Context: an optimization exercise on an open-source flow, tuned for small area. The choices shown serve that exercise and are no tape-out recipe.
RTL that was checked went through simulation tests only; none was proved equivalent to the original.
The clock port is modelled as an ideal driver; clocking choices that lean on that would not hold on a real chip.

==> inputs of run a <==
## custom_instr_accum_unit
module custom_instr_accum_unit #(
  parameter int unsigned       HART_COUNT     = 2,
  parameter int unsigned       ACC_COUNT      = 4,
  parameter int unsigned       DATA_W         = 32,
  parameter int unsigned       RESULT_LATENCY = 1,
  parameter logic [DATA_W-1:0] DEFAULT_RESULT = 32'hdeadbeef,
  localparam int unsigned      HID_W = (HART_COUNT > 1) ? $clog2(HART_COUNT) : 1,
  localparam int unsigned      SEL_W = (ACC_COUNT > 1) ? $clog2(ACC_COUNT) : 1
) (
  input  logic              clk,
  input  logic              rst,
  input  logic              valid_in,
  input  logic [HID_W-1:0]  hid_in,
  input  logic [4:0]        major_opcode_in,
  input  logic [2:0]        minor_opcode_in,
  input  logic [DATA_W-1:0] op1_in,
  input  logic [DATA_W-1:0] op2_in,
  input  logic [31:0]       imm_in,
  input  logic [6:0]        funct7_in,
  output logic [DATA_W-1:0] result_out,
  output logic [15:0]       illegal_count_out
);
==> module custom_instr_accum_unit, before the edit <==
module custom_instr_accum_unit #(
  parameter int unsigned       HART_COUNT     = 2,
  parameter int unsigned       ACC_COUNT      = 4,
  parameter int unsigned       DATA_W         = 32,
  parameter int unsigned       RESULT_LATENCY = 1,
  parameter logic [DATA_W-1:0] DEFAULT_RESULT = 32'hdeadbeef,
  localparam int unsigned      HID_W = (HART_COUNT > 1) ? $clog2(HART_COUNT) : 1,
  localparam int unsigned      SEL_W = (ACC_COUNT > 1) ? $clog2(ACC_COUNT) : 1
) (
  input  logic              clk,
  input  logic              rst,
  input  logic              valid_in,
  input  logic [HID_W-1:0]  hid_in,
  input  logic [4:0]        major_opcode_in,
  input  logic [2:0]        minor_opcode_in,
  input  logic [DATA_W-1:0] op1_in,
  input  logic [DATA_W-1:0] op2_in,
  input  logic [31:0]       imm_in,
  input  logic [6:0]        funct7_in,
  output logic [DATA_W-1:0] result_out,
  output logic [15:0]       illegal_count_out
);
  localparam int unsigned N = HART_COUNT * ACC_COUNT;
  logic [DATA_W-1:0] acc_q [N];
  logic [N-1:0]      acc_vld_q;
  logic [15:0]       illegal_cnt_q;
  logic              rd_vld_q;
  logic [DATA_W-1:0] rd_dat_n_q;
  logic              accept, illegal, legal;
  logic              op_load, op_add, op_read, op_sub, op_mac, op_clear, op_readclr;
  logic [HID_W+SEL_W-1:0] idx;
  logic [DATA_W-1:0] rd_val, acc_new;
  logic              wr_en;
  assign accept  = valid_in && (major_opcode_in == custom_instr_accum_pkg::CUSTOM_0);
  assign illegal = (minor_opcode_in == 3'd7) || (funct7_in != 7'd0);
  assign legal   = accept && !illegal;
  assign op_load    = (minor_opcode_in == 3'd0);
  assign op_add     = (minor_opcode_in == 3'd1);
  assign op_read    = (minor_opcode_in == 3'd2);
  assign op_sub     = (minor_opcode_in == 3'd3);
  assign op_mac     = (minor_opcode_in == 3'd4);
  assign op_clear   = (minor_opcode_in == 3'd5);
  assign op_readclr = (minor_opcode_in == 3'd6);
  assign idx     = {hid_in, imm_in[SEL_W-1:0]};
  logic [N-1:0] rsel;
  always_comb begin
    rd_val = '0;
    for (int k = 0; k < int'(N); k++) begin
      rsel[k] = (idx == k) && acc_vld_q[k];
      rd_val  = rd_val | ({DATA_W{rsel[k]}} & acc_q[k]);
    end
  end
  logic              dec_mac, dec_add, dec_sub, dec_load;
  logic [DATA_W/2-1:0] s1, s2, s3;
  logic [DATA_W-1:0] base_n;
  assign dec_mac  = minor_opcode_in[2];
  assign dec_add  = !minor_opcode_in[2] && !minor_opcode_in[1];
  assign dec_sub  = !minor_opcode_in[2] && minor_opcode_in[1];
  assign dec_load = !minor_opcode_in[2] && !minor_opcode_in[0];
  always_comb begin
    for (int i = 0; i < int'(DATA_W / 2); i++) begin
      s1[i] = dec_mac && !op1_in[2*i+1] && op1_in[2*i];
      s2[i] = dec_mac && op1_in[2*i+1] && !op1_in[2*i];
      s3[i] = (dec_mac && op1_in[2*i+1] && op1_in[2*i]) || dec_sub;
    end
    s1[0] = s1[0] || (dec_add && minor_opcode_in[0]);
  end
  assign base_n = ~(dec_load ? op1_in : rd_val);
  custom_instr_accum_mac u_mac (
    .base_n (base_n),
    .x      (op2_in),
    .s1     (s1),
    .s2     (s2),
    .s3     (s3),
    .res    (acc_new)
  );
  assign wr_en   = legal && (op_load || op_add || op_sub || op_mac);
  always_ff @(posedge clk) begin
    for (int i = 0; i < int'(N); i++)
      if (wr_en && (idx == i)) acc_q[i] <= acc_new;
  end
  always_ff @(posedge clk or negedge rst) begin
    if (!rst) begin
      acc_vld_q <= '0;
    end else begin
      for (int i = 0; i < int'(N); i++) begin
        if (legal && op_clear && (hid_in == i / ACC_COUNT))
          acc_vld_q[i] <= 1'b0;
        else if (legal && op_readclr && (idx == i))
          acc_vld_q[i] <= 1'b0;
        else if (wr_en && (idx == i))
          acc_vld_q[i] <= 1'b1;
      end
    end
  end
  always_ff @(posedge clk or negedge rst) begin
    if (!rst)
      illegal_cnt_q <= '0;
    else if (accept && illegal && (illegal_cnt_q != 16'hffff))
      illegal_cnt_q <= illegal_cnt_q + 16'd1;
  end
  always_ff @(posedge clk or negedge rst) begin
    if (!rst) rd_vld_q <= 1'b0;
    else      rd_vld_q <= legal && (op_read || op_readclr);
  end
  always_ff @(posedge clk) begin
    rd_dat_n_q <= ~rd_val;
  end
  assign result_out        = rd_vld_q ? ~rd_dat_n_q : DEFAULT_RESULT;
  assign illegal_count_out = illegal_cnt_q;
endmodule
clock: 10.0 ns
lec_check: 0
abc_area: 1
cap_margin: 10
core_margin: 2
core_utilization: 35
gpl_timing_driven: 0
place_density: 0.5
slew_margin: 10
synth_hierarchical: 1
synth_minimum_keep_size: 0
standard.sh (not shown) runs the stock make flow with config.mk's settings and CLKGATE_MAP_FILE= SYNTH_SCRIPT=/design/flow/synth_recipe.tcl, a recipe that flattens the netlist after the stock synthesis.
==> flow/flow/run.sh <==
#!/bin/bash
# Own layout flow: the standard ORFS flow with three changes.
#  1. Synthesis is synth_recipe.tcl unchanged except that ABC maps with
#     flow/abc_area.script (area-only mapping, no ABC buffering/upsizing);
#     OpenROAD's resizer does the timing repair afterwards.
#  2. Port buffers are the smallest buffer cell.
#  3. CTS uses small clock buffers and no dummy loads.
#  4. Synthesis leaves half adders to ABC (no ha cells).
#  5. Repair steps may not use the largest buffers (flow/hooks.tcl).
# Each tool's output goes to a log file of its own in this folder.
set -euo pipefail
W=$PWD
sed "s|@ABC_SCRIPT@|$W/flow/abc_area.script|; s|@FLOW_SYNTH@|$W/synth_recipe.tcl|" \
  flow/my_synth.tcl.in > my_synth.tcl
EXTRA=(
  "SYNTH_SCRIPT=$W/my_synth.tcl"
  "BUFFER_PORTS_ARGS=-buffer_cell sky130_fd_sc_hd__buf_1"
  "CTS_ARGS=-sink_clustering_enable -repair_clock_nets -dont_use_dummy_load -sink_clustering_size 8 -sink_clustering_max_diameter 50 -buf_list {sky130_fd_sc_hd__clkbuf_4}"
  "PRE_FLOORPLAN_TCL=$W/flow/hooks.tcl"
  "PRE_RESIZE_TCL=$W/flow/hooks.tcl"
  "PRE_CTS_TCL=$W/flow/hooks.tcl"
  "PRE_GLOBAL_ROUTE_TCL=$W/flow/hooks.tcl"
)
# Synthesis only: half adders stay plain gates for ABC (no ha cells), the
# platform's own don't-use list otherwise.
DU_PLATFORM="sky130_fd_sc_hd__probe_p_8 sky130_fd_sc_hd__probec_p_8 sky130_fd_sc_hd__lpflow_bleeder_1 sky130_fd_sc_hd__lpflow_clkbufkapwr_1 sky130_fd_sc_hd__lpflow_clkbufkapwr_16 sky130_fd_sc_hd__lpflow_clkbufkapwr_2 sky130_fd_sc_hd__lpflow_clkbufkapwr_4 sky130_fd_sc_hd__lpflow_clkbufkapwr_8 sky130_fd_sc_hd__lpflow_clkinvkapwr_1 sky130_fd_sc_hd__lpflow_clkinvkapwr_16 sky130_fd_sc_hd__lpflow_clkinvkapwr_2 sky130_fd_sc_hd__lpflow_clkinvkapwr_4 sky130_fd_sc_hd__lpflow_clkinvkapwr_8 sky130_fd_sc_hd__lpflow_decapkapwr_12 sky130_fd_sc_hd__lpflow_decapkapwr_3 sky130_fd_sc_hd__lpflow_decapkapwr_4 sky130_fd_sc_hd__lpflow_decapkapwr_6 sky130_fd_sc_hd__lpflow_decapkapwr_8 sky130_fd_sc_hd__lpflow_inputiso0n_1 sky130_fd_sc_hd__lpflow_inputiso0p_1 sky130_fd_sc_hd__lpflow_inputiso1n_1 sky130_fd_sc_hd__lpflow_inputiso1p_1 sky130_fd_sc_hd__lpflow_inputisolatch_1 sky130_fd_sc_hd__lpflow_isobufsrc_1 sky130_fd_sc_hd__lpflow_isobufsrc_16 sky130_fd_sc_hd__lpflow_isobufsrc_2 sky130_fd_sc_hd__lpflow_isobufsrc_4 sky130_fd_sc_hd__lpflow_isobufsrc_8 sky130_fd_sc_hd__lpflow_isobufsrckapwr_16 sky130_fd_sc_hd__lpflow_lsbuf_lh_hl_isowell_tap_1 sky130_fd_sc_hd__lpflow_lsbuf_lh_hl_isowell_tap_2 sky130_fd_sc_hd__lpflow_lsbuf_lh_hl_isowell_tap_4 sky130_fd_sc_hd__lpflow_lsbuf_lh_isowell_4 sky130_fd_sc_hd__lpflow_lsbuf_lh_isowell_tap_1 sky130_fd_sc_hd__lpflow_lsbuf_lh_isowell_tap_2 sky130_fd_sc_hd__lpflow_lsbuf_lh_isowell_tap_4"
bash standard.sh "${EXTRA[@]}" "DONT_USE_CELLS=$DU_PLATFORM sky130_fd_sc_hd__ha_1 sky130_fd_sc_hd__ha_2 sky130_fd_sc_hd__ha_4" synth > log_synth.txt 2>&1
bash standard.sh "${EXTRA[@]}" finish > log_finish.txt 2>&1
cp orfs/logs/sky130hd/custom_instr_accum_unit/base/*.log . 2>/dev/null || true
Other scripts of this flow, unchanged in this note and not shown: flow/flow/abc_area.script, flow/flow/hooks.tcl, flow/flow/my_synth.tcl.in
==> inputs of run b, as changes to run a <==
--- a/flow/design.v
+++ b/flow/design.v
@@ -1564,7 +1564,7 @@
   logic [N-1:0]      acc_vld_q;
   logic [15:0]       illegal_cnt_q;
   logic              rd_vld_q;
-  logic [DATA_W-1:0] rd_dat_n_q;
+  logic [DATA_W-1:0] rd_dat_q;
   logic              accept, illegal, legal;
   logic              op_load, op_add, op_read, op_sub, op_mac, op_clear, op_readclr;
   logic [HID_W+SEL_W-1:0] idx;
@@ -1643,8 +1643,8 @@
     else      rd_vld_q <= legal && (op_read || op_readclr);
   end
   always_ff @(posedge clk) begin
-    rd_dat_n_q <= ~rd_val;
+    rd_dat_q <= rd_val;
   end
-  assign result_out        = rd_vld_q ? ~rd_dat_n_q : DEFAULT_RESULT;
+  assign result_out        = rd_vld_q ? rd_dat_q : DEFAULT_RESULT;
   assign illegal_count_out = illegal_cnt_q;
 endmodule
Settings changed: CAP_MARGIN 10 to 20, CELL_PAD_IN_SITES_DETAIL_PLACEMENT set to 1, CELL_PAD_IN_SITES_GLOBAL_PLACEMENT set to 1, CORE_UTILIZATION 35 to 30, PLACE_DENSITY 0.5 to 0.45, SLEW_MARGIN 10 to 20.
==> run notes <==
Area after synthesis: run a is lower than run b (0.37%). Between run a and run b, the lower non-clock buffer count is in run a (gap 20). Between run b and run a, the lower global-route usage is in run a (gap 0.28 points). In run a the final cell count is smaller than in run b, by about 5%. In run a the sequential share of layout area is higher than in run b, by 0.94 points. Of run a and run b, run a has the higher setup slack (gap 0.064 ns). Of run b and run a, run b has the higher critical path depth (gap 5). In via count, run b and run a hardly differ.
Only the layout flow was run in run b; the RTL was not checked for function there.

========
==> inputs of job 4731 <==
custom_instr_accum_unit again, from the RTL that the note above started with.
clock: 10.0 ns
lec_check: 0
abc_area: 1
cap_margin: 10
cell_pad_in_sites_detail_placement: 1
cell_pad_in_sites_global_placement: 1
core_margin: 2
core_utilization: 35
gpl_routability_driven: 0
gpl_timing_driven: 0
place_density: 0.5
slew_margin: 10
synth_hierarchical: 1
synth_minimum_keep_size: 0
==> flow/flow/abc_area.script <==
&get -n
&st
&dch
&nf -R 1000
&put
topo
==> flow/flow/hooks.tcl <==
# Run before each step that repairs or sizes: keep buffering and sizing to
# small cells, so repair uses several small buffers rather than one large one.
set big {}
foreach lc [get_lib_cells sky130_fd_sc_hd__*] {
  set n [get_name $lc]
  if { [regexp {_(6|8|12|16)$} $n] && ![regexp {clkbuf|tap|fill|decap|diode} $n] } {
    lappend big $n
  }
}
set_dont_use $big
==> flow/flow/my_synth.tcl.in <==
# synth_recipe.tcl with ABC's mapping script replaced by an area-only one.
proc abc {args} {
  set i [lsearch -exact $args -script]
  if { $i >= 0 } { set args [lreplace $args [expr {$i + 1}] [expr {$i + 1}] @ABC_SCRIPT@] }
  yosys abc {*}$args
}
source @FLOW_SYNTH@
Scripts as last shown in full above: flow/flow/run.sh
==> job 9168: changes against job 4731 <==
--- a/flow/design.v
+++ b/flow/design.v
@@ -1564,7 +1564,7 @@
   logic [N-1:0]      acc_vld_q;
   logic [15:0]       illegal_cnt_q;
   logic              rd_vld_q;
-  logic [DATA_W-1:0] rd_dat_n_q;
+  logic [DATA_W-1:0] rd_dat_q;
   logic              accept, illegal, legal;
   logic              op_load, op_add, op_read, op_sub, op_mac, op_clear, op_readclr;
   logic [HID_W+SEL_W-1:0] idx;
@@ -1643,8 +1643,8 @@
     else      rd_vld_q <= legal && (op_read || op_readclr);
   end
   always_ff @(posedge clk) begin
-    rd_dat_n_q <= ~rd_val;
+    rd_dat_q <= rd_val;
   end
-  assign result_out        = rd_vld_q ? ~rd_dat_n_q : DEFAULT_RESULT;
+  assign result_out        = rd_vld_q ? rd_dat_q : DEFAULT_RESULT;
   assign illegal_count_out = illegal_cnt_q;
 endmodule
--- a/flow/flow/run.sh
+++ b/flow/flow/run.sh
@@ -15,7 +15,7 @@
 EXTRA=(
   "SYNTH_SCRIPT=$W/my_synth.tcl"
   "BUFFER_PORTS_ARGS=-buffer_cell sky130_fd_sc_hd__buf_1"
-  "CTS_ARGS=-sink_clustering_enable -repair_clock_nets -dont_use_dummy_load -sink_clustering_size 8 -sink_clustering_max_diameter 50 -buf_list {sky130_fd_sc_hd__clkbuf_4}"
+  "CTS_ARGS=-sink_clustering_enable -repair_clock_nets -dont_use_dummy_load -sink_clustering_size 10 -sink_clustering_max_diameter 60 -buf_list {sky130_fd_sc_hd__clkbuf_2 sky130_fd_sc_hd__clkbuf_4}"
   "PRE_FLOORPLAN_TCL=$W/flow/hooks.tcl"
   "PRE_RESIZE_TCL=$W/flow/hooks.tcl"
   "PRE_CTS_TCL=$W/flow/hooks.tcl"
--- a/flow/config.mk
+++ b/flow/config.mk
@@ -10,10 +10,9 @@
 export CELL_PAD_IN_SITES_DETAIL_PLACEMENT = 1
 export CELL_PAD_IN_SITES_GLOBAL_PLACEMENT = 1
 export CORE_MARGIN = 2
-export CORE_UTILIZATION = 35
-export GPL_ROUTABILITY_DRIVEN = 0
+export CORE_UTILIZATION = 30
 export GPL_TIMING_DRIVEN = 0
-export PLACE_DENSITY = 0.5
+export PLACE_DENSITY = 0.45
 export SLEW_MARGIN = 10
 export SYNTH_HIERARCHICAL = 1
 export SYNTH_MINIMUM_KEEP_SIZE = 0
==> notes <==
Routed wire length: job 4731 is smaller than job 9168 (about 6.4%). In job 4731 the via count is larger than in job 9168, by 0.66%. Between job 9168 and job 4731, the lower cell count is in job 4731 (gap about 4.5%, measured against job 4731). In job 9168 the clock skew is higher than in job 4731, by 0.058 ns. Between job 4731 and job 9168, the lower synthesized cell count is in job 9168 (gap 2.8%, measured against job 9168). Of job 9168 and job 4731, job 4731 has the higher first-iteration DRC count (gap about 8%, measured against job 4731). In job 4731 the global-route usage is higher than in job 9168, by 2.5 points.
No functional check of the RTL was part of job 9168.

## re-timing with driven ports
The flow's constraints put no driver on any port. The routed layouts listed below were extracted and timed again, unchanged, in two steps. Step 1, drivers: a clkbuf_16 drives clk and a buf_2 each remaining input, both assumed. Step 2 adds t to the input delays and takes it off the output delays; t is the mean of the earliest and latest rising clock arrival at the registers after step 1. Input paths then give back, and output paths get back, about the clock's delay inside the block. Slacks: no drivers / after step 1 / after step 2; pairs: no drivers / after step 1.
run | shift t [ns] | setup WS [ns] | slew at the worst register clock pin (ns)
run a | 0.787 | 0.457 / 0.486 / -0.301 | 0.10 / 0.10
run b | 0.767 | 0.393 / 0.416 / -0.351 | 0.10 / 0.10
job 4731 | 0.784 | 0.363 / 0.369 / -0.415 | 0.10 / 0.10
job 9168 | 0.793 | 0.291 / 0.332 / -0.462 | 0.12 / 0.12
With both steps, setup timing fails in every run listed, where it was met with ideal ports. The setup slack of job 4731, which loses most, moves by +0.006 ns with the drivers and by -0.778 ns with both steps.
